Context: an optimization exercise on an open-source flow, tuned for a short achievable clock period and few clock cycles. The choices shown serve that exercise and are no tape-out recipe.
The RTL was checked by simulation tests, not by an equivalence proof against the original design.
No activity file was given, so power comes from the tool's default toggle rates.

**flow/design.v**
```verilog
`default_nettype none
`default_nettype wire
`default_nettype none
package cache_pkg;
  typedef enum logic [1:0] {
    READ  = 2'd0,
    WRITE = 2'd1,
    INIT  = 2'd2    
  } req_type_e;
  localparam int RID_W = 4;
endpackage
`default_nettype wire
`timescale 1ns/1ps
`default_nettype none
module cache_ctrl #(
  parameter int MQ_D = 4,    
  parameter int RQ_D = 16    
) (
  input  logic                      clk,
  input  logic                      reset,
  output logic                      resp_valid,
  input  logic                      resp_ready,
  output logic [32-1:0]  resp_data,
  output logic                      mem_req_valid,
  input  logic                      mem_req_ready,
  output cache_pkg::req_type_e      mem_req_type,
  output logic [32-1:0]  mem_req_addr,
  output logic [32-1:0]  mem_req_data,
  input  logic                      mem_resp_valid,
  output logic                      mem_resp_ready,
  input  logic [32-1:0]  mem_resp_data,
  output logic                      stall,
  output logic                      bc_valid,
  output logic [cache_pkg::RID_W-1:0] bc_rid,
  output logic [32-1:0]  bc_data,
  input  logic                      m_valid,
  input  logic                      m_wb,
  input  logic [32-3:0]  m_wb_addr,
  input  logic [32-1:0]  m_wb_data,
  input  logic [32-3:0]  m_rd_addr,
  input  logic                      p_fire,
  input  logic                      r_push,
  input  logic                      r_rdy,
  input  logic [32-1:0]  r_data,
  input  logic [cache_pkg::RID_W-1:0] r_rid
);
  localparam int DW    = 32;
  localparam int LW    = 32 - 2;
  localparam int RID_W = cache_pkg::RID_W;
  logic [MQ_D-1:0]  q_n;
  logic [MQ_D-1:0]  q_wp;
  logic [MQ_D-1:0]  q_rp;
  logic [MQ_D-1:0]  q_wb;
  logic [LW-1:0]    q_wb_addr [MQ_D];
  logic [DW-1:0]    q_wb_data [MQ_D];
  logic [LW-1:0]    q_rd_addr [MQ_D];
  logic             o_v;
  logic             o_wr;
  logic [LW-1:0]    o_addr;
  logic [DW-1:0]    o_data;
  logic             po_v;
  logic             po_wr;
  logic [LW-1:0]    po_addr;
  logic [DW-1:0]    po_data;
  logic             busy_q;
  logic             busy_rd;
  logic [RID_W-1:0] rid_done;
  assign mem_req_valid  = po_v;
  assign mem_req_type   = po_wr ? cache_pkg::WRITE : cache_pkg::READ;
  assign mem_req_addr   = {po_addr, 2'b00};
  assign mem_req_data   = po_data;
  assign mem_resp_ready = busy_q;
  logic             from_q;
  logic             h_wb;        
  logic [LW-1:0]    h_wb_addr;
  logic [DW-1:0]    h_wb_data;
  logic [LW-1:0]    h_rd_addr;
  logic             src_wb;
  logic [LW-1:0]    src_addr;
  logic [DW-1:0]    src_data;
  logic             load;
  logic             q_pop;       
  logic             head_wb_sent;
  logic             m_take;      
  logic             m_clr_wb;    
  logic             m_push;
  always_comb begin
    h_wb      = 1'b0;
    h_wb_addr = '0;
    h_wb_data = '0;
    h_rd_addr = '0;
    for (int i = 0; i < MQ_D; i++) begin
      if (q_rp[i]) begin
        h_wb      = h_wb      | q_wb[i];
        h_wb_addr = h_wb_addr | q_wb_addr[i];
        h_wb_data = h_wb_data | q_wb_data[i];
        h_rd_addr = h_rd_addr | q_rd_addr[i];
      end
    end
  end
  assign from_q       = q_n[0];
  assign src_wb       = from_q ? h_wb : m_wb;
  assign src_addr     = from_q ? (h_wb ? h_wb_addr : h_rd_addr)
                               : (m_wb ? m_wb_addr : m_rd_addr);
  assign src_data     = from_q ? h_wb_data : m_wb_data;
  assign load         = !o_v && (from_q || m_valid);
  assign q_pop        = load && from_q && !h_wb;
  assign head_wb_sent = load && from_q && h_wb;
  assign m_take       = load && !from_q && !m_wb;
  assign m_clr_wb     = load && !from_q && m_wb;
  assign m_push       = m_valid && !m_take;
  always_ff @(posedge clk) begin
    o_v  <= !reset && (load || (o_v && !mem_req_ready));
    po_v <= !reset && (load || (po_v && !mem_req_ready));
  end
  always_ff @(posedge clk) begin
    if (load) begin
      o_wr   <= src_wb;
      o_addr <= src_addr;
      o_data <= src_data;
    end
  end
  always_ff @(posedge clk) begin
    po_wr   <= load ? src_wb   : o_v && o_wr;
    po_addr <= load ? src_addr : (o_v ? o_addr : '0);
    po_data <= load ? src_data : (o_v ? o_data : '0);
  end
  always_ff @(posedge clk) begin
    if (reset) begin
      q_n  <= '0;
      q_wp <= MQ_D'(1);
      q_rp <= MQ_D'(1);
    end else begin
      if (q_pop && !m_push)      q_n <= q_n >> 1;
      else if (!q_pop && m_push) q_n <= {q_n[MQ_D-2:0], 1'b1};
      if (m_push) q_wp <= {q_wp[MQ_D-2:0], q_wp[MQ_D-1]};
      if (q_pop)  q_rp <= {q_rp[MQ_D-2:0], q_rp[MQ_D-1]};
    end
  end
  always_ff @(posedge clk) begin
    for (int i = 0; i < MQ_D; i++) begin
      if (m_push && q_wp[i]) begin
        q_wb[i]      <= m_wb && !m_clr_wb;
        q_wb_addr[i] <= m_wb_addr;
        q_wb_data[i] <= m_wb_data;
        q_rd_addr[i] <= m_rd_addr;
      end else if (head_wb_sent && q_rp[i]) begin
        q_wb[i] <= 1'b0;
      end
    end
  end
  logic bc_late;
  always_ff @(posedge clk) begin
    busy_q   <= !reset && ((o_v && mem_req_ready) || (busy_q && !mem_resp_valid));
    bc_valid <= !reset && busy_q && mem_resp_valid && busy_rd;
    bc_late  <= !reset && bc_valid;
  end
  always_ff @(posedge clk) begin
    if (reset) begin
      rid_done <= '0;
    end else begin
      if (busy_q && mem_resp_valid && busy_rd) rid_done <= rid_done + 1'b1;
    end
  end
  always_ff @(posedge clk) begin
    if (o_v && mem_req_ready) busy_rd <= !o_wr;
    if (busy_q && mem_resp_valid) begin
      bc_data <= mem_resp_data;
      bc_rid  <= rid_done;
    end
  end
  logic [RQ_D-1:0]  rq_n;
  logic [RQ_D-1:0]  rq_wp;
  logic [RQ_D-1:0]  rq_rp;
  logic [RQ_D-1:0]  rq_rp1;      
  logic [RQ_D-1:0]  rq_rdy;
  logic [DW-1:0]    rq_data [RQ_D];
  logic [RID_W-1:0] rq_rid  [RQ_D];
  logic             head_ok;     
  logic [DW-1:0]    pr_data;     
  logic             rq_pop;
  logic             bc_live;
  assign resp_valid = head_ok;
  assign resp_data  = pr_data;
  assign rq_pop     = head_ok && resp_ready;
  assign bc_live    = bc_valid || bc_late;
  assign rq_rp1     = {rq_rp[RQ_D-2:0], rq_rp[RQ_D-1]};
  logic [RQ_D-1:0]  cap;
  always_comb begin
    for (int i = 0; i < RQ_D; i++)
      cap[i] = !rq_rdy[i] && bc_live && rq_rid[i] == bc_rid;
  end
  always_ff @(posedge clk) begin
    if (reset) begin
      rq_n  <= '0;
      rq_wp <= RQ_D'(1);
      rq_rp <= RQ_D'(1);
    end else begin
      if (rq_pop && !r_push)      rq_n <= rq_n >> 1;
      else if (!rq_pop && r_push) rq_n <= {rq_n[RQ_D-2:0], 1'b1};
      if (r_push) rq_wp <= {rq_wp[RQ_D-2:0], rq_wp[RQ_D-1]};
      if (rq_pop) rq_rp <= rq_rp1;
    end
  end
  always_ff @(posedge clk) begin
    for (int i = 0; i < RQ_D; i++) begin
      if (r_push && rq_wp[i]) begin
        rq_rdy[i]  <= r_rdy;
        rq_data[i] <= r_data;
        rq_rid[i]  <= r_rid;
      end else if (cap[i]) begin
        rq_rdy[i]  <= 1'b1;
        rq_data[i] <= bc_data;
      end
    end
  end
  logic          h0_rdy, h1_rdy;
  logic [DW-1:0] h0_data, h1_data;
  always_comb begin
    h0_rdy = 1'b0; h0_data = '0;
    h1_rdy = 1'b0; h1_data = '0;
    for (int i = 0; i < RQ_D; i++) begin
      if (rq_rp[i]) begin
        h0_rdy  = h0_rdy  | rq_rdy[i];
        h0_data = h0_data | rq_data[i];
      end
      if (rq_rp1[i]) begin
        h1_rdy  = h1_rdy  | rq_rdy[i];
        h1_data = h1_data | rq_data[i];
      end
    end
  end
  logic          n0_ok, n1_ok;
  logic [DW-1:0] n0_data, n1_data;
  assign n0_ok   = rq_n[0] ? h0_rdy  : (r_push && r_rdy);
  assign n0_data = rq_n[0] ? h0_data : r_data;
  assign n1_ok   = rq_n[1] ? h1_rdy  : (r_push && r_rdy);
  assign n1_data = rq_n[1] ? h1_data : r_data;
  always_ff @(posedge clk) begin
    head_ok <= !reset && (rq_pop ? n1_ok : n0_ok);
    pr_data <= rq_pop ? n1_data : n0_data;
  end
  logic [1:0] q_add;     
  logic [1:0] r_add;     
  logic       q_full, r_full_h, r_full_s;
  assign q_add = 2'(m_push) + 2'(p_fire);
  assign r_add = 2'(r_push) + 2'(p_fire);
  always_comb begin
    case ({q_pop, q_add})
      {1'b0, 2'd0}: q_full = q_n[MQ_D-1];
      {1'b0, 2'd1}: q_full = q_n[MQ_D-2];
      {1'b0, 2'd2}: q_full = q_n[MQ_D-3];
      {1'b1, 2'd1}: q_full = q_n[MQ_D-1];
      {1'b1, 2'd2}: q_full = q_n[MQ_D-2];
      default:      q_full = 1'b0;
    endcase
    case (r_add)
      2'd0:    begin r_full_h = rq_n[RQ_D-1]; r_full_s = 1'b0;         end
      2'd1:    begin r_full_h = rq_n[RQ_D-2]; r_full_s = rq_n[RQ_D-1]; end
      default: begin r_full_h = rq_n[RQ_D-3]; r_full_s = rq_n[RQ_D-2]; end
    endcase
  end
  logic stall_q;
  assign stall = stall_q;
  always_ff @(posedge clk) begin
    stall_q <= !reset && (q_full || (rq_pop ? r_full_s : r_full_h));
  end
endmodule
`default_nettype wire
`timescale 1ns/1ps
`default_nettype none
module cache_dpath (
  input  logic                      clk,
  input  logic                      reset,
  input  logic                      req_valid,
  output logic                      req_ready,
  input  cache_pkg::req_type_e      req_type,
  input  logic [32-1:0]  req_addr,
  input  logic [32-1:0]  req_data,
  input  logic                      stall,
  input  logic                      bc_valid,
  input  logic [cache_pkg::RID_W-1:0] bc_rid,
  input  logic [32-1:0]  bc_data,
  output logic                      m_valid,
  output logic                      m_wb,
  output logic [32-3:0]  m_wb_addr,
  output logic [32-1:0]  m_wb_data,
  output logic [32-3:0]  m_rd_addr,
  output logic                      p_fire,
  output logic                      r_push,
  output logic                      r_rdy,
  output logic [32-1:0]  r_data,
  output logic [cache_pkg::RID_W-1:0] r_rid
);
  localparam int AW    = 32;
  localparam int DW    = 32;
  localparam int IW    = 3;
  localparam int TW    = 27;
  localparam int NS    = 8;
  localparam int RID_W = cache_pkg::RID_W;
  logic [1:0]               f_v;
  cache_pkg::req_type_e     f_t [2];
  logic [AW-1:0]            f_a [2];
  logic [DW-1:0]            f_d [2];
  logic                     push;
  logic                     fire;
  logic                     ready_q;
  assign req_ready = ready_q;
  assign push      = req_valid && ready_q;
  assign fire      = f_v[0] && !stall;
  always_ff @(posedge clk) begin
    if (reset) begin
      f_v     <= '0;
      ready_q <= 1'b1;
    end else begin
      if (fire) begin
        f_v[0] <= f_v[1] || push;
        f_v[1] <= f_v[1] && push;
      end else begin
        f_v[0] <= f_v[0] || push;
        f_v[1] <= f_v[1] || (f_v[0] && push);
      end
      ready_q <= fire ? !(f_v[1] && push) : !(f_v[1] || (f_v[0] && push));
    end
  end
  always_ff @(posedge clk) begin
    if (fire ? f_v[1] : 1'b0) begin
      f_t[0] <= f_t[1];
      f_a[0] <= f_a[1];
      f_d[0] <= f_d[1];
    end else if (fire || !f_v[0]) begin
      f_t[0] <= req_type;
      f_a[0] <= req_addr;
      f_d[0] <= req_data;
    end
    if (push && (fire ? f_v[1] : f_v[0])) begin
      f_t[1] <= req_type;
      f_a[1] <= req_addr;
      f_d[1] <= req_data;
    end
  end
  logic [TW-1:0]    tag_mem  [2][NS];
  logic [DW-1:0]    data_mem [2][NS];
  logic [RID_W-1:0] pid_mem  [2][NS];
  logic [NS-1:0]    valid_bits [2];
  logic [NS-1:0]    dirty_bits [2];
  logic [NS-1:0]    pend_bits  [2];    
  logic [NS-1:0]    lru_bits;          
  logic [RID_W-1:0] rid_next;          
  logic [IW-1:0]        idx;
  logic [TW-1:0]        tag;
  logic [NS-1:0]        sel_q;        
  logic [NS-1:0]        mq    [2];    
  logic                 rd_q;         
  logic                 wr_q;         
  logic [NS-1:0]        set_hit;
  logic [NS-1:0]        set_way;      
  logic [NS-1:0]        lwe   [2];    
  logic [NS-1:0]        bc_hit [2];   
  logic                 is_read;
  logic                 is_write;
  logic                 is_init;
  logic                 hit;
  logic                 miss_mem;
  logic [AW-1:0]        n_addr;       
  cache_pkg::req_type_e n_type;
  assign idx      = f_a[0][IW+1:2];
  assign tag      = f_a[0][AW-1:IW+2];
  assign is_read  = rd_q;
  assign is_write = wr_q;
  assign is_init  = !rd_q && !wr_q;
  always_comb begin
    for (int s = 0; s < NS; s++) begin
      set_hit[s]   = mq[0][s] || mq[1][s];
      set_way[s]   = set_hit[s] ? mq[1][s] : lru_bits[s];
      lwe[0][s]    = fire && sel_q[s] && !set_way[s];
      lwe[1][s]    = fire && sel_q[s] &&  set_way[s];
      bc_hit[0][s] = bc_valid && pend_bits[0][s] && pid_mem[0][s] == bc_rid;
      bc_hit[1][s] = bc_valid && pend_bits[1][s] && pid_mem[1][s] == bc_rid;
    end
  end
  assign n_addr   = f_v[1] ? f_a[1] : req_addr;
  assign n_type   = f_v[1] ? f_t[1] : req_type;
  logic [NS-1:0] cmp_i [2];
  logic [NS-1:0] mq1   [2];
  logic          same_b, same_i;
  always_comb begin
    for (int w = 0; w < 2; w++)
      for (int s = 0; s < NS; s++)
        cmp_i[w][s] = valid_bits[w][s] && tag_mem[w][s] == req_addr[AW-1:IW+2];
  end
  assign same_b   = tag == f_a[1][AW-1:IW+2];
  assign same_i   = tag == req_addr[AW-1:IW+2];
  always_ff @(posedge clk) begin
    if (push && !fire && f_v[0]) begin
      mq1[0] <= cmp_i[0];
      mq1[1] <= cmp_i[1];
    end
  end
  always_ff @(posedge clk) begin
    if (fire || !f_v[0]) begin
      for (int s = 0; s < NS; s++)
        sel_q[s] <= n_addr[IW+1:2] == IW'(s);
      rd_q <= n_type == cache_pkg::READ;
      wr_q <= n_type == cache_pkg::WRITE;
      for (int w = 0; w < 2; w++)
        for (int s = 0; s < NS; s++)
          mq[w][s] <= f_v[1] ? (lwe[w][s] ? same_b : mq1[w][s])
                             : (lwe[w][s] ? same_i : cmp_i[w][s]);
    end
  end
  logic             way;
  logic             lru_way;
  logic [TW-1:0]    s_tag   [2];
  logic [DW-1:0]    s_data  [2];
  logic [RID_W-1:0] s_pid   [2];
  logic [1:0]       s_dirty;
  logic [1:0]       s_pend;
  always_comb begin
    hit     = 1'b0;
    way     = 1'b0;
    lru_way = 1'b0;
    for (int w = 0; w < 2; w++) begin
      s_tag[w]   = '0;
      s_data[w]  = '0;
      s_pid[w]   = '0;
      s_dirty[w] = 1'b0;
      s_pend[w]  = 1'b0;
    end
    for (int s = 0; s < NS; s++) begin
      if (sel_q[s]) begin
        hit     = hit     | set_hit[s];
        way     = way     | set_way[s];
        lru_way = lru_way | lru_bits[s];
        for (int w = 0; w < 2; w++) begin
          s_tag[w]   = s_tag[w]   | tag_mem[w][s];
          s_data[w]  = s_data[w]  | data_mem[w][s];
          s_pid[w]   = s_pid[w]   | pid_mem[w][s];
          s_dirty[w] = s_dirty[w] | dirty_bits[w][s];
          s_pend[w]  = s_pend[w]  | pend_bits[w][s];
        end
      end
    end
  end
  logic             v_dirty;      
  logic [TW-1:0]    v_tag;
  logic [DW-1:0]    v_data;
  logic             u_pend;       
  logic [RID_W-1:0] u_pid;
  logic [DW-1:0]    u_data;
  assign v_dirty = s_dirty[lru_way];
  assign v_tag   = s_tag[lru_way];
  assign v_data  = s_data[lru_way];
  assign u_pend  = s_pend[way];
  assign u_pid   = s_pid[way];
  assign u_data  = s_data[way];
  assign miss_mem = !hit && !is_init;
  always_ff @(posedge clk) begin
    if (reset) begin
      valid_bits[0] <= '0;
      valid_bits[1] <= '0;
      dirty_bits[0] <= '0;
      dirty_bits[1] <= '0;
      pend_bits[0]  <= '0;
      pend_bits[1]  <= '0;
      lru_bits      <= '0;
      rid_next      <= '0;
    end else begin
      for (int w = 0; w < 2; w++)
        for (int s = 0; s < NS; s++) begin
          if (lwe[w][s]) begin
            valid_bits[w][s] <= 1'b1;
            if (!is_read)         dirty_bits[w][s] <= is_write;
            else if (!set_hit[s]) dirty_bits[w][s] <= 1'b0;
            if (!is_read)         pend_bits[w][s] <= 1'b0;
            else if (!set_hit[s]) pend_bits[w][s] <= 1'b1;
            else if (bc_hit[w][s]) pend_bits[w][s] <= 1'b0;
          end else if (bc_hit[w][s]) begin
            pend_bits[w][s] <= 1'b0;
          end
        end
      for (int s = 0; s < NS; s++)
        if (fire && sel_q[s]) lru_bits[s] <= !set_way[s];
      if (fire && miss_mem) rid_next <= rid_next + 1'b1;
    end
  end
  always_ff @(posedge clk) begin
    for (int w = 0; w < 2; w++)
      for (int s = 0; s < NS; s++) begin
        if (lwe[w][s]) tag_mem[w][s] <= tag;
        if (lwe[w][s] && !is_read) data_mem[w][s] <= f_d[0];
        else if (bc_hit[w][s])     data_mem[w][s] <= bc_data;
        if (lwe[w][s] && is_read && !set_hit[s]) pid_mem[w][s] <= rid_next;
      end
  end
  always_ff @(posedge clk) begin
    if (reset) m_valid <= 1'b0;
    else       m_valid <= fire && miss_mem;
  end
  always_ff @(posedge clk) begin
    if (fire) begin
      m_wb      <= !is_init && v_dirty;
      m_wb_addr <= {v_tag, idx};
      m_wb_data <= v_data;
      m_rd_addr <= f_a[0][AW-1:2];
    end
  end
  assign p_fire = fire;
  always_ff @(posedge clk) begin
    if (reset) r_push <= 1'b0;
    else       r_push <= fire;
  end
  always_ff @(posedge clk) begin
    if (fire) begin
      r_rdy  <= 1'b1;
      r_data <= u_data;
      r_rid  <= u_pid;
      if (is_read) begin
        if (!hit) begin
          r_rdy <= 1'b0;
          r_rid <= rid_next;
        end else if (u_pend) begin
          r_rdy  <= bc_valid && u_pid == bc_rid;
          r_data <= bc_data;
        end
      end
    end
  end
endmodule
`default_nettype wire
`timescale 1ns/1ps
`default_nettype none
module blocking_cache (
  input  logic                      clk,
  input  logic                      reset,
  input  logic                      req_valid,
  output logic                      req_ready,
  input  cache_pkg::req_type_e      req_type,
  input  logic [32-1:0]  req_addr,
  input  logic [32-1:0]  req_data,
  output logic                      resp_valid,
  input  logic                      resp_ready,
  output logic [32-1:0]  resp_data,
  output logic                      mem_req_valid,
  input  logic                      mem_req_ready,
  output cache_pkg::req_type_e      mem_req_type,
  output logic [32-1:0]  mem_req_addr,
  output logic [32-1:0]  mem_req_data,
  input  logic                      mem_resp_valid,
  output logic                      mem_resp_ready,
  input  logic [32-1:0]  mem_resp_data
);
  localparam int RID_W = cache_pkg::RID_W;
  localparam int LA_W  = 32 - 2;   
  logic                      stall;
  logic                      m_valid;
  logic                      m_wb;
  logic [LA_W-1:0]           m_wb_addr;
  logic [32-1:0]  m_wb_data;
  logic [LA_W-1:0]           m_rd_addr;
  logic                      p_fire;
  logic                      r_push;
  logic                      r_rdy;
  logic [32-1:0]  r_data;
  logic [RID_W-1:0]          r_rid;
  logic                      bc_valid;
  logic [RID_W-1:0]          bc_rid;
  logic [32-1:0]  bc_data;
  cache_dpath dpath_i (
    .clk, .reset,
    .req_valid, .req_ready, .req_type, .req_addr, .req_data,
    .stall,
    .bc_valid, .bc_rid, .bc_data,
    .m_valid, .m_wb, .m_wb_addr, .m_wb_data, .m_rd_addr,
    .p_fire, .r_push, .r_rdy, .r_data, .r_rid
  );
  cache_ctrl ctrl_i (
    .clk, .reset,
    .resp_valid, .resp_ready, .resp_data,
    .mem_req_valid, .mem_req_ready, .mem_req_type, .mem_req_addr, .mem_req_data,
    .mem_resp_valid, .mem_resp_ready, .mem_resp_data,
    .stall,
    .bc_valid, .bc_rid, .bc_data,
    .m_valid, .m_wb, .m_wb_addr, .m_wb_data, .m_rd_addr,
    .p_fire, .r_push, .r_rdy, .r_data, .r_rid
  );
endmodule
`default_nettype wire
```
**flow/flow/run.sh**
```bash
#!/bin/bash
# Standard ORFS layout (the standard.sh, unchanged synthesis), with two tool
# settings changed: ports are buffered with buf_6 cells instead of the library's
# weakest buffer, and the resizer may change a cell's footprint when sizing.
set -euo pipefail
bash standard.sh MATCH_CELL_FOOTPRINT=0 "BUFFER_PORTS_ARGS=-buffer_cell sky130_fd_sc_hd__buf_6" finish > standard.log 2>&1
```
**flow/standard.sh**
```bash
#!/bin/bash
# synth_recipe.tcl (not shown) runs the flow's synth.tcl, then flattens the netlist and writes it again
# the make line also repeats each setting of config.mk as NAME=value (left out here)
make -C /OpenROAD-flow-scripts/flow DESIGN_CONFIG=/design/flow/config.mk WORK_HOME=/design/flow/orfs CLKGATE_MAP_FILE= SYNTH_SCRIPT=/design/flow/synth_recipe.tcl "${@:-finish}"
```
**flow/config.mk**
```make
export PLATFORM = sky130hd
export DESIGN_NAME = blocking_cache
export DESIGN_NICKNAME = blocking_cache
export VERILOG_FILES = /design/flow/design.v
export SDC_FILE = /design/flow/constraint.sdc
export NUM_CORES = 4
export LEC_CHECK = 0
export ABC_CLOCK_PERIOD_IN_PS = 2000
export CAP_MARGIN = 20
export CORE_MARGIN = 2
export CORE_UTILIZATION = 55
export CTS_CLUSTER_DIAMETER = 60
export CTS_CLUSTER_SIZE = 20
export GPL_TIMING_DRIVEN = 1
export SETUP_SLACK_MARGIN = 3.7
export SLEW_MARGIN = 20
export TNS_END_PERCENT = 100
```
**flow/constraint.sdc**
```tcl
create_clock -name core_clock -period 6.0 [get_ports {clk}]
set_input_delay 1.2000 -clock core_clock [delete_from_list [all_inputs] [get_ports {clk}]]
set_output_delay 1.2000 -clock core_clock [all_outputs]
set_load 0.01 [all_outputs]
```
==> summary.md, run 1 <==
| Metric | Value |
|---|---|
| Detailed-route DRC error count | 0 |
| First-pass GRT wire length | 572000 um |
| Largest family of logic cells by synthesized area | multiplexers |
| Row cnt | 168 |
| EDFF count, synth | 2355 |
| DR pass1 iterations | 9 |
| Cells on worst reg2reg path | 9 |
| Adder-Cell Fraction of Synth Area | 0.108% |
| Worst clock skew | 0.0360 ns |
| Initial DRC Count | 12866 |
| Main flop type after synthesis | edfxtp_1 |
| Worst slew margin | 31.1% |
| Detail Route Antenna Nets | 0 |
| Worst slew pin tran | 1.03 ns |
| Cell area after synthesis | 116000 um^2 |
| Starting Density | 55.4% |
| Power density over the cells | 267 nW/um^2 |
| Worst Hold Class | flop to flop |
| Worst-path clk slew | 0.09 ns |
| Via/cell ratio | 7.11 |
| Slew Viols, Final | 0 |
| P_sw | 8.83 mW |
| GP Congestion | 0.941 |
| Via count | 79792 |
| GRT Util Overall | 37.5% |
| H-tree levels | 4 |
| TNS Setup | 0 ns |
| Combinational cell fraction of total power | 7.2% |
| Initial antenna violation count | 16 |
| Crit. Startpoint | dpath_i.sel_q[0]$_DFFE_PP_ |
| Register bit total from synthesis | 2586 |
| Routed wire length | 427000 um |
| Ys Warns | 24 |
| Post-Syn Area per Cell | 14.6 um^2 |
| Port buffer count | 200 |
| Clock power share | 37.6% |
| Mux cell area share after synthesis | 12.2% |
| Largest net degree at the start of global routing | 82 |
| FMAX | 369 MHz |
| Netlist cell types | 69 |
| GRT overflow | 0 |
| Syn Inst Count | 7928 |
| R2R Path End | dpath_i.r_data[29]$_DFFE_PP_ |
| Io pins | 206 |
| Worst hold stages | 0 |
| Worst min-delay path startpoint | ctrl_i.rid_done[3]$_SDFFE_PP0P_ |
| Root buf cell | clkbuf_16 |
| Unrepaired setup endpoints after global routing | true |
| CTS tree | done |
| Min Tclk post-route | 2.71 ns |
| Post-CTS Hold Fix Bufs | 0 |
| Die area | 215000 um^2 |
| Static leakage | 45.3 nW |
| Inserted Clock Buffers | 186 |
| Period utilisation layout | 45.2% |
| Critical path fanouts, max | 24 |
| Worst-Skew Late Latency | 0.88 ns |
| Crit Path Class | flop to flop |
| Endpoints failing hold | 0 |
| Vias in the first global route | 73791 |
| WP data required | 6.61 ns |
| DR WL/cell | 38.0 um |
| Internal Power | 27.7 mW |
| Synth Area in Compound Gates | 11.3% |
| WP data arrival | 3.32 ns |
| Status | no timing/DRC/antenna violations |
| XOR/XNOR Fraction of Synth Area | 4.60% |
| Sequential fraction of the synthesis area | 64.9% |
| Die width | 464 um |
| Fill cell count | 15193 |
| Simple-gate share of the synthesized area | 4.04% |
| Area grow syn2layout | 17.9% |
| Chip Height | 464 um |
| Async SR Flop Fraction | 0% |
| Endpoints failing setup | 0 |
| CP Capture Type | flop |
| Sw Share | 24.1% |
| Post-DP HPWL | 227000 um |
| Layout cells sized above 1 | 34.6% |
| Final core utilization | 65.3% |
| Total core area | 210000 um^2 |
| Max clock buf depth | 3 |
| Nets | 8357 |
| Clock tree sinks | 2586 |
| FF-to-FF Start | dpath_i.sel_q[0]$_DFFE_PP_ |
| Startpoint class of the critical path | flop |
| Sequential power share | 55.2% |
| R2r setup slk | 3.29 ns |
| MaxCap Viol Count | 0 |
| Worst VDD drop | 0.327 mV |
| Worst Hold End | ctrl_i.bc_rid[3]$_DFFE_PP_ |
==> power by group through the flow <==
stage	Clock (mW)	Combinational [mW]	Sequential, mW
6_report	13.8	2.65	20.2
5_1_grt	14.5	2.71	20.2
4_1_cts	13.8	2.38	20.2
3_5_place_dp	0	2.16	20.6
3_3_place_gp	0	2.14	20.6
2_1_floorplan	0	1.22	20.4
==> cells by family after synthesis <==
kind of cell / Yosys count
buffers and inverters: 817
xor gates and xnor gates: 610
DFF: 2586
other: 1
adders and majority gates: 10
AOI/OAI and AO/OA: 1714
muxes: 1253
and+or+nand+nor: 937
==> sequential cells by signal, indices dropped and copies added (netlist names), 60 cells and up <==
register          count
dpath_i.pid_mem      64
dpath_i.f_a          60
ctrl_i.q_wb_addr    108
dpath_i.f_d          64
dpath_i.tag_mem     432
ctrl_i.rq_data      512
ctrl_i.q_rd_addr    120
ctrl_i.rq_rid        64
dpath_i.data_mem    512
ctrl_i.q_wb_data    128
==> what timing repair did <==
action                     in CTS  in global routing
setup endpoints to repair    2956               1654
pin swaps                      94                107
setup buffers                 208                127
gates cloned                   63                 45
resized for setup             536                365
==> cell usage in the layout, fill, tap and decap left out, types with 46 or more instances in the layout <==
| cell | synthesis | routed |
|---|---|---|
| a21oi_1 | 157 | 155 |
| mux2_4 | 30 | 100 |
| dfxtp_2 | 0 | 96 |
| o21ai_0 | 75 | 52 |
| mux2i_1 | 68 | 67 |
| xor2_1 | 207 | 203 |
| xnor2_2 | 0 | 92 |
| a221oi_1 | 319 | 308 |
| a22o_1 | 359 | 359 |
| buf_6 | 4 | 290 |
| a22oi_1 | 623 | 584 |
| a31oi_1 | 67 | 46 |
| nor2_1 | 306 | 270 |
| buf_12 | 0 | 97 |
| xnor2_1 | 403 | 311 |
| dfxtp_1 | 231 | 113 |
| buf_4 | 17 | 331 |
| nand2_1 | 149 | 115 |
| mux2_2 | 1148 | 1080 |
| nand4_1 | 272 | 272 |
| clkinvlp_4 | 0 | 56 |
| edfxtp_1 | 2355 | 2355 |
| clkbuf_16 | 0 | 252 |
==> critical path, stage by stage (launching register included) <==
cell	delay, ns
edfxtp_1	0.46
buf_4	0.18
clkbuf_16	0.21
a22oi_1	0.31
nand4_1	0.28
mux2i_4	0.27
nor3_4	0.06
buf_12	0.17
clkbuf_16	0.18
mux2_4	0.30
==> cells in the mapped netlist (5+ instances only) <==
cell type | n | area, um^2
edfxtp_1 | 2355 | 70700
mux2_2 | 1148 | 12900
a22oi_1 | 623 | 4680
clkbuf_1 | 515 | 1930
xnor2_1 | 403 | 3530
a22o_1 | 359 | 3140
a221oi_1 | 319 | 2790
nor2_1 | 306 | 1150
nand4_1 | 272 | 1700
dfxtp_1 | 231 | 4620
xor2_1 | 207 | 1810
a21oi_1 | 157 | 786
nand2_1 | 149 | 559
buf_2 | 110 | 551
buf_1 | 91 | 342
o21ai_0 | 75 | 375
mux2i_1 | 68 | 681
a31oi_1 | 67 | 419
inv_1 | 65 | 244
nor4_1 | 56 | 350
nor3_1 | 37 | 185
mux2_4 | 30 | 450
nand3_1 | 30 | 150
or2_2 | 29 | 181
o22ai_1 | 22 | 138
a221o_1 | 21 | 210
o41ai_1 | 18 | 158
a211oi_1 | 17 | 128
buf_4 | 17 | 128
clkinv_1 | 10 | 37.5
ha_1 | 10 | 125
and3_1 | 8 | 50.1
nor2b_1 | 8 | 50.1
or4_1 | 8 | 60.1
and2_1 | 6 | 37.5
and4_1 | 6 | 52.6
mux2_1 | 6 | 67.6
nor2_2 | 6 | 37.5
o21ai_2 | 6 | 52.6
a211o_1 | 5 | 43.8
inv_2 | 5 | 18.8
==> final cells by class <==
class                           count  area, um^2  share of cell area [%]
Clock inverter                    122        1480                    1.08
Antenna cell                       15        37.5                  0.0274
Inverter                           80         434                   0.317
Sequential cell                  2586       75500                    55.2
Timing Repair inverter             20         160                   0.117
Clock buffer                      227        4990                    3.64
Tap cell                         2805        3510                    2.56
Timing Repair Buffer              834       10300                    7.50
Multi-Input combinational cell   4535       40600                    29.6
==> metrics by stage <==
step / cell area [um^2] / hold slack [ns] / instances / power, mW / setup WS (ns)
3_3_place_gp: 122000 / 0.429 / 10409 / 22.7 / 2.14
2_1_floorplan: 118000 / 0.400 / 7930 / 21.6 / 3.15
3_5_place_dp: 122000 / 0.431 / 10413 / 22.7 / 2.14
6_report: 137000 / 0.459 / 11224 / 36.6 / 3.29
4_1_cts: 133000 / 0.437 / 11033 / 36.4 / 3.36
5_1_grt: 137000 / 0.468 / 11210 / 37.4 / 3.26
==> routing by layer <==
layer  part of all wire, %  vias to the layer above  global-route usage [%]
met1                    38                    40391                    53.7
met2                    43                     6110                    55.3
met5                 0.018                        -                       0
met4                   5.4                       10                    14.9
li1                      -                    32112                       -
met3                    13                     1169                    8.98
==> how the worst max path moves through the flow <==
stage / endpoint / slack [ns] / cells past startpoint
3_5_place_dp: dpath_i.pend_bits[1][4]$_SDFF_PP0_ / 2.14 / 10
6_report: dpath_i.r_data[29]$_DFFE_PP_ / 3.29 / 9
5_1_grt: dpath_i.mq[1][5]$_DFFE_PP_ / 3.26 / 7
4_1_cts: dpath_i.r_data[30]$_DFFE_PP_ / 3.36 / 10
3_3_place_gp: dpath_i.pend_bits[1][4]$_SDFF_PP0_ / 2.14 / 10
2_1_floorplan: dpath_i.f_a[1][10]$_DFFE_PP_ / 3.15 / 7
Testbench counts, summed over its fixed seeds: cycles 24,798.
==> run 2: changes to the inputs <==
--- a/flow/design.v
+++ b/flow/design.v
@@ -306,7 +306,7 @@
   logic                     fire;
   logic                     ready_q;
   assign req_ready = ready_q;
-  assign push      = req_valid && ready_q;
+  assign push      = req_valid && !f_v[1];
   assign fire      = f_v[0] && !stall;
   always_ff @(posedge clk) begin
     if (reset) begin
@@ -510,18 +510,23 @@
     if (reset) r_push <= 1'b0;
     else       r_push <= fire;
   end
+  logic [DW-1:0] r_d [2];
+  logic [1:0]    r_src;        
+  assign r_data = r_src[1] ? bc_data : (r_src[0] ? r_d[1] : r_d[0]);
   always_ff @(posedge clk) begin
     if (fire) begin
+      r_d[0] <= s_data[0];
+      r_d[1] <= s_data[1];
+      r_src  <= {1'b0, way};
       r_rdy  <= 1'b1;
-      r_data <= u_data;
       r_rid  <= u_pid;
       if (is_read) begin
         if (!hit) begin
           r_rdy <= 1'b0;
           r_rid <= rid_next;
         end else if (u_pend) begin
-          r_rdy  <= bc_valid && u_pid == bc_rid;
-          r_data <= bc_data;
+          r_rdy <= bc_valid && u_pid == bc_rid;
+          r_src <= 2'd2;
         end
       end
     end
==> summary.md, run 2 <==
| Metric | Value |
|---|---|
| CP peak stage delay | 0.41 ns |
| Largest family of logic cells by synthesized area | compound AO/OA/AOI/OAI gates |
| Sequential power share | 55.1% |
| Critical path fanouts, max | 2 |
| Initial antenna violation count | 33 |
| Slew Viols, Final | 0 |
| R2r setup slk | 3.46 ns |
| Cells on worst reg2reg path | 9 |
| Die area | 216000 um^2 |
| Period utilisation layout | 43.1% |
| Via count | 85156 |
| Worst slew pin tran | 1.16 ns |
| Endpoints failing hold | 0 |
| Adder-Cell Fraction of Synth Area | 0.107% |
| FMAX | 386 MHz |
| Detail Route Antenna Nets | 0 |
| DR pass1 iterations | 14 |
| Total core area | 211000 um^2 |
| Status | no timing/DRC/antenna violations |
| Post-Syn Area per Cell | 13.4 um^2 |
| Sequential fraction of the synthesis area | 65.4% |
| GRT Util Overall | 38.9% |
| Layout cells sized above 1 | 24.9% |
| Io pins | 206 |
| Count leader, synth | edfxtp_1 |
| Worst path slowest cell | dfxtp_4 |
| First-pass GRT wire length | 597000 um |
| Ys Warns | 25 |
| XOR/XNOR Fraction of Synth Area | 4.60% |
| Clock power share | 36.3% |
| Unrepaired setup endpoints after global routing | true |
| Commonest cells after routing, fill and taps aside | edfxtp_1, a22oi_1, nand2_1 |
| Root buf cell | clkbuf_16 |
| Biggest regs | ctrl_i.rq_data x512, dpath_i.data_mem x512, dpath_i.tag_mem x432 |
| EDFF count, synth | 2389 |
| Starting Density | 55.2% |
| CP delay by family, top | flip-flops |
| Min Tclk post-route | 2.59 ns |
| Share of the synthesized area in the top cell type | 61.5% |
| MaxCap Viol Count | 0 |
| Internal Power | 28.0 mW |
| Vias in the first global route | 78191 |
| Register bit total from synthesis | 2620 |
| Via/cell ratio | 7.08 |
| CTS tree | done |
| FF-to-FF Start | dpath_i.sel_q[0]$_DFFE_PP_ |
| Total power | 37.3 mW |
| Worst VDD drop | 0.325 mV |
| R2R Path End | dpath_i.m_wb_addr[5]$_DFFE_PP_ |
| Worst-Skew Late Latency | 0.88 ns |
| Worst hold stages | 0 |
| Port buffer count | 200 |
| Netlist cell types | 69 |
| Worst-path clk slew | 0.08 ns |
| Post-CTS Hold Fix Bufs | 0 |
| Cell area after synthesis | 117000 um^2 |
| Area grow syn2layout | 20.2% |
| Detailed-route DRC error count | 0 |
| Nets | 9161 |
| Post-DP HPWL | 229000 um |
| Row cnt | 169 |
| Worst min-delay path startpoint | ctrl_i.rid_done[3]$_SDFFE_PP0P_ |
| TNS Setup | 0 ns |
| Largest net degree at the start of global routing | 125 |
| Synth Area in Compound Gates | 13.7% |
| Most common cell after layout, fill and taps aside | edfxtp_1 |
| Crit Path Class | flop to output pin |
| Die width | 465 um |
| WP data required | 4.80 ns |
| Top cells by area, synth | edfxtp_1, a22oi_1, dfxtp_1 |
| P_sw | 9.29 mW |
| CP Capture Type | output pin |
| Yosys top cell by area | edfxtp_1 |
| Worst clock skew | 0.0382 ns |
| Fill cell count | 15156 |
| Cell chain of the critical path | buf_6 |
| Synth cell count leaders | edfxtp_1, a22oi_1, nand2_1 |
| Worst slew margin | 22.5% |
| Worst Path Buf+Inv | 1 |
| Initial DRC Count | 15189 |
| Chip Height | 465 um |
| Syn Inst Count | 8719 |
| GP Congestion | 0.922 |
| Max clock buf depth | 3 |
| Sw Share | 24.9% |
| Simple-gate share of the synthesized area | 6.21% |
| Worst Hold End | ctrl_i.bc_rid[3]$_DFFE_PP_ |
| Startpoint class of the critical path | flop |
| Combinational cell fraction of total power | 8.6% |
| Mux cell area share after synthesis | 6.72% |
| H-tree levels | 4 |
| Clock tree sinks | 2620 |
| DR WL/cell | 37.5 um |
| Inserted Clock Buffers | 187 |
| Power density over the cells | 266 nW/um^2 |
| WP data arrival | 1.39 ns |
| Routed wire length | 452000 um |
| Worst Hold Class | flop to flop |
| Endpoints failing setup | 0 |
| Main flop type after synthesis | edfxtp_1 |
| Static leakage | 47.9 nW |
| Async SR Flop Fraction | 0% |
| GRT overflow | 0 |
## run 2: cell types whose count changed after synthesis, sizes merged, moves of 21 or more
cell / previous run / this run
a21oi: 159 / 227
a221o: 21 / 0
a221oi: 319 / 225
a22o: 359 / 286
a22oi: 623 / 807
clkbuf: 515 / 578
edfxtp: 2355 / 2389
mux2: 1184 / 608
mux2i: 69 / 100
nand2: 149 / 695
nand3: 30 / 62
o21ai: 81 / 670
## run 2: cell families after synthesis
kind of cell	Yosys count
flip-flops	2620
AO/OA/AOI/OAI	2348
AND/OR/NAND/NOR	1526
buffers and inverters	893
multiplexers	708
XOR/XNOR	613
adder cells (fa/ha/maj)	10
other	1
## run 2: timing repair
item | in CTS | in global routing
buffers inserted | 219 | 156
pin swaps | 91 | 98
cloned | 74 | 66
setup endpoints to repair | 3421 | 1478
resized for setup | 878 | 405
## run 2: metal layers
metal / GRT usage, % / wire length, um / vias up
met4: 13.9 / 19400 / 19
met5: 0 / 202 / -
met3: 10.9 / 74600 / 1100
li1: - / - / 34382
met1: 58.2 / 172000 / 42687
met2: 54.2 / 185000 / 6968
## run 2: final cells by class
type | count | area (um^2) | area share, %
Tap cell | 2821 | 3530 | 2.52
Timing Repair inverter | 12 | 109 | 0.0776
Timing Repair Buffer | 931 | 12200 | 8.71
Antenna cell | 9 | 22.5 | 0.0161
Sequential cell | 2620 | 76600 | 54.6
Clock buffer | 226 | 4990 | 3.56
Inverter | 80 | 489 | 0.349
Clock inverter | 115 | 1270 | 0.907
Multi-Input combinational cell | 5215 | 41100 | 29.3
## run 2: worst max path at each step
stage	from	end	slack [ns]	cells past startpoint
final	ctrl_i.po_v$_DFF_P_	mem_req_valid	3.41	1
after global routing	ctrl_i.po_v$_DFF_P_	mem_req_valid	3.37	1
after CTS	ctrl_i.po_v$_DFF_P_	mem_req_valid	3.38	1
after detailed placement	resp_ready	ctrl_i.stall_q$_DFF_P_	2.21	10
after global placement	req_addr[11]	dpath_i.mq[1][4]$_DFFE_PP_	2.22	8
after floorplan	ctrl_i.bc_rid[2]$_DFFE_PP_	ctrl_i.rq_data[11][0]$_DFFE_PP_	3.18	7
## run 2: stage by stage
| step | instances | hold WS [ns] | setup slack, ns | util, % | instance area, um^2 |
|---|---|---|---|---|---|
| 2_1_floorplan | 8721 | 0.400 | 3.18 | - | 119000 |
| 3_3_place_gp | 11162 | 0.426 | 2.22 | 58.1 | 123000 |
| 3_5_place_dp | 11164 | 0.437 | 2.21 | 58.1 | 123000 |
| 4_1_cts | 11798 | 0.447 | 3.38 | 64.2 | 136000 |
| 5_1_grt | 12022 | 0.458 | 3.37 | 66.3 | 140000 |
| 6_report | 12029 | 0.451 | 3.41 | 66.3 | 140000 |
## run 2: power groups by stage
stage          clock [mW]  combinational [mW]  sequential [mW]
6_report             13.5                3.19             20.5
5_1_grt              14.2                3.27             20.6
4_1_cts              13.6                2.84             20.5
3_5_place_dp            0                2.48             21.0
3_3_place_gp            0                2.46             21.0
2_1_floorplan           0                1.42             20.8
Testbench counts of run 2, summed over its fixed seeds: cycles 24,798.
==> run 3: changes to the inputs <==
--- a/flow/config.mk
+++ b/flow/config.mk
@@ -9,8 +9,8 @@
 export CAP_MARGIN = 20
 export CORE_MARGIN = 2
 export CORE_UTILIZATION = 55
-export CTS_CLUSTER_DIAMETER = 60
-export CTS_CLUSTER_SIZE = 20
+export CTS_CLUSTER_DIAMETER = 80
+export CTS_CLUSTER_SIZE = 25
 export GPL_TIMING_DRIVEN = 1
 export SETUP_SLACK_MARGIN = 3.7
 export SLEW_MARGIN = 20
==> summary.md, run 3 <==
| Metric | Value |
|---|---|
| Register bit total from synthesis | 2620 |
| Root buf cell | clkbuf_16 |
| Detailed-route DRC error count | 0 |
| Worst-Skew Late Latency | 0.84 ns |
| FF-to-FF Start | ctrl_i.bc_rid[2]$_DFFE_PP_ |
| Cells on worst reg2reg path | 9 |
| R2R Path End | ctrl_i.rq_data[9][27]$_DFFE_PP_ |
| GRT overflow | 0 |
| Share of the synthesized area in the top cell type | 61.5% |
| Endpoints failing setup | 0 |
| Place WS | 2.21 ns |
| Startpoint class of the critical path | flop |
| First-pass GRT wire length | 591000 um |
| Worst clock skew | 0.0294 ns |
| Fill cell count | 15286 |
| Period utilisation layout | 42.5% |
| Main flop type after synthesis | edfxtp_1 |
| Die width | 465 um |
| Via/cell ratio | 7.10 |
| Worst hold stages | 0 |
| Min Tclk post-route | 2.55 ns |
| Syn Inst Count | 8719 |
| Worst Hold Class | flop to flop |
| Post-DP HPWL | 229000 um |
| Ys Warns | 25 |
| Biggest regs | ctrl_i.rq_data x512, dpath_i.data_mem x512, dpath_i.tag_mem x432 |
| Area taken by multi-input logic gates | 41200 um^2 |
| Worst min-delay path startpoint | ctrl_i.rid_done[3]$_SDFFE_PP0P_ |
| R2r setup slk | 3.47 ns |
| Worst path slowest cell | dfxtp_4 |
| Cell area after synthesis | 117000 um^2 |
| Worst slew pin tran | 1.18 ns |
| DR WL/cell | 37.6 um |
| Largest net degree at the start of global routing | 125 |
| Commonest cells after routing, fill and taps aside | edfxtp_1, a22oi_1, nand2_1 |
| Crit Path Class | flop to output pin |
| Detail Route Antenna Nets | 0 |
| Yosys top cell by area | edfxtp_1 |
| Vias in the first global route | 77725 |
| Count leader, synth | edfxtp_1 |
| Setup ws final | 3.45 ns |
| Port buffer count | 200 |
| FMAX | 392 MHz |
| Endpoints failing hold | 0 |
| Top cells by area, synth | edfxtp_1, a22oi_1, dfxtp_1 |
| Adder-Cell Fraction of Synth Area | 0.107% |
| Sequential Area | 76600 um^2 |
| Critical path fanouts, max | 2 |
| Worst VDD drop | 0.316 mV |
| Initial antenna violation count | 30 |
| Clock tree sinks | 2620 |
| GP Congestion | 0.922 |
| Slew Viols, Final | 0 |
| Total core area | 211000 um^2 |
| Die area | 216000 um^2 |
| EDFF count, synth | 2389 |
| Unrepaired setup endpoints after global routing | true |
| Inserted Clock Buffers | 143 |
| Worst Hold End | ctrl_i.bc_rid[3]$_DFFE_PP_ |
| Most common cell after layout, fill and taps aside | edfxtp_1 |
| CP Capture Type | output pin |
| Starting Density | 55.2% |
| GRT Util Overall | 38.5% |
| Worst slew margin | 21.1% |
| Status | no timing/DRC/antenna violations |
| CTS tree | done |
| DR pass1 iterations | 8 |
| Routed wire length | 449000 um |
| Simple-gate share of the synthesized area | 6.21% |
| Worst Path Buf+Inv | 1 |
| MaxCap Viol Count | 0 |
| TNS Setup | 0 ns |
| Area grow syn2layout | 19.1% |
| WP data arrival | 1.35 ns |
| Largest family of logic cells by synthesized area | compound AO/OA/AOI/OAI gates |
| Nets | 9113 |
| Synth cell count leaders | edfxtp_1, a22oi_1, nand2_1 |
| XOR/XNOR Fraction of Synth Area | 4.60% |
| Layout cells sized above 1 | 24.5% |
| Row cnt | 169 |
| Post-Syn Area per Cell | 13.4 um^2 |
| Io pins | 206 |
| Cell chain of the critical path | buf_6 |
| Netlist cell types | 69 |
| CP peak stage delay | 0.41 ns |
| Via count | 84815 |
| Async SR Flop Fraction | 0% |
| Initial DRC Count | 15227 |
| Chip Height | 465 um |
| Power density over the cells | 257 nW/um^2 |
| Sequential fraction of the synthesis area | 65.4% |
| Mux cell area share after synthesis | 6.72% |
| WP data required | 4.80 ns |
| Synth Area in Compound Gates | 13.7% |
| Worst-path clk slew | 0.10 ns |
| Static leakage | 47.3 nW |
| H-tree levels | 4 |
| CP delay by family, top | flip-flops |
| Max clock buf depth | 3 |
run 3: cell count changes in the layout (fill, tap and decap cells not counted), moves of 7 or more:
cell / delta
clkbuf_16: -38
clkinv_2: -11
buf_6: +8
a22oi_1: -9
mux2_2: -7
clkinvlp_4: -10
a22oi_2: +9
inv_8: -8
inv_6: -7
clkinv_8: -7
run 3: where the power goes:
group,internal [mW],total (mW),switching [mW]
registers,20.2,20.5,0.342
logic,1.18,3.20,2.02
clock network,5.59,11.9,6.35
run 3: area by class of cell:
type / instances / area share (%)
clock buffer: 192 / 2.97
sequential: 2620 / 55.1
tap: 2821 / 2.54
antenna: 8 / 0.0144
clock inverter: 68 / 0.632
timing repair inverter: 11 / 0.0801
inverter: 80 / 0.351
timing repair buffer: 927 / 8.74
multi-input combinational: 5216 / 29.6
run 3: worst max path at each step:
stage	startpoint	end	cells after the start
after CTS	dpath_i.sel_q[1]$_DFFE_PP_	dpath_i.m_wb$_DFFE_PP_	7
after floorplan	ctrl_i.bc_rid[2]$_DFFE_PP_	ctrl_i.rq_data[11][0]$_DFFE_PP_	7
after global placement	req_addr[11]	dpath_i.mq[1][4]$_DFFE_PP_	8
after global routing	ctrl_i.po_v$_DFF_P_	mem_req_valid	1
final	ctrl_i.po_v$_DFF_P_	mem_req_valid	1
after detailed placement	resp_ready	ctrl_i.stall_q$_DFF_P_	10
run 3: kinds of logic after synthesis:
group | after synthesis
AND/OR/NAND/NOR | 1526
XOR/XNOR | 613
other | 1
adder cells (fa/ha/maj) | 10
flip-flops | 2620
AO/OA/AOI/OAI | 2348
buffers and inverters | 893
multiplexers | 708
run 3: timing repair:
item | in CTS | in global routing
gates cloned | 65 | 66
pin swaps | 92 | 120
setup buffers | 219 | 161
gates resized for setup | 730 | 595
hold buffers | 0 | 0
endpoints found under the setup margin | 3430 | 1721
run 3: metal layers:
metal  share of wire [%]  global-route usage (%)  up-vias
met3                  17                    9.61     1098
met4                 4.4                    13.7       10
li1                    -                       -    34183
met2                  41                    53.8     7059
met5               0.023                       0        -
met1                  38                    58.2    42465
run 3: metrics by stage:
step / utilization [%] / instances / hold slack, ns / cell area, um^2 / power, mW
6_report: 65.8 / 11943 / 0.461 / 139000 / 35.7
5_1_grt: 65.7 / 11937 / 0.480 / 139000 / 36.4
4_1_cts: 63.2 / 11708 / 0.464 / 134000 / 35.3
3_5_place_dp: 58.1 / 11164 / 0.437 / 123000 / 23.4
3_3_place_gp: 58.1 / 11162 / 0.426 / 123000 / 23.4
2_1_floorplan: - / 8721 / 0.400 / 119000 / 22.2

-- afterwards: timing with drivers on the ports --
No port has a modelled driver above. Below, the same layouts with a new extraction and two added sets of constraints. Step 1 sets driving cells, clkbuf_16 on the clock port and buf_2 on the other inputs (assumed; they add their load-dependent delay and slew). Step 2 times the ports against the registers' clock, not the clock port: input delays grow and output delays shrink by t, the midpoint of the rising clock arrivals with the driver on. Three values: no drivers, after step 1, after step 2; two values: the first two.
| run | t, ns | setup slack, ns | worst setup path at the end | clock arrival spread, ns |
|---|---|---|---|---|
| run 1 | 0.947 | 3.288 / 3.288 / 2.415 | input to register | 0.055 / 0.055 |
| run 2 | 0.961 | 3.411 / 3.310 / 2.578 | input to register | 0.038 / 0.038 |
| run 3 | 0.922 | 3.448 / 3.356 / 2.620 | input to register | 0.038 / 0.039 |
After both steps setup and hold are still met in every run listed. The setup slack of run 1, which loses most, moves by 0.000 ns with the drivers and by -0.873 ns with both steps.
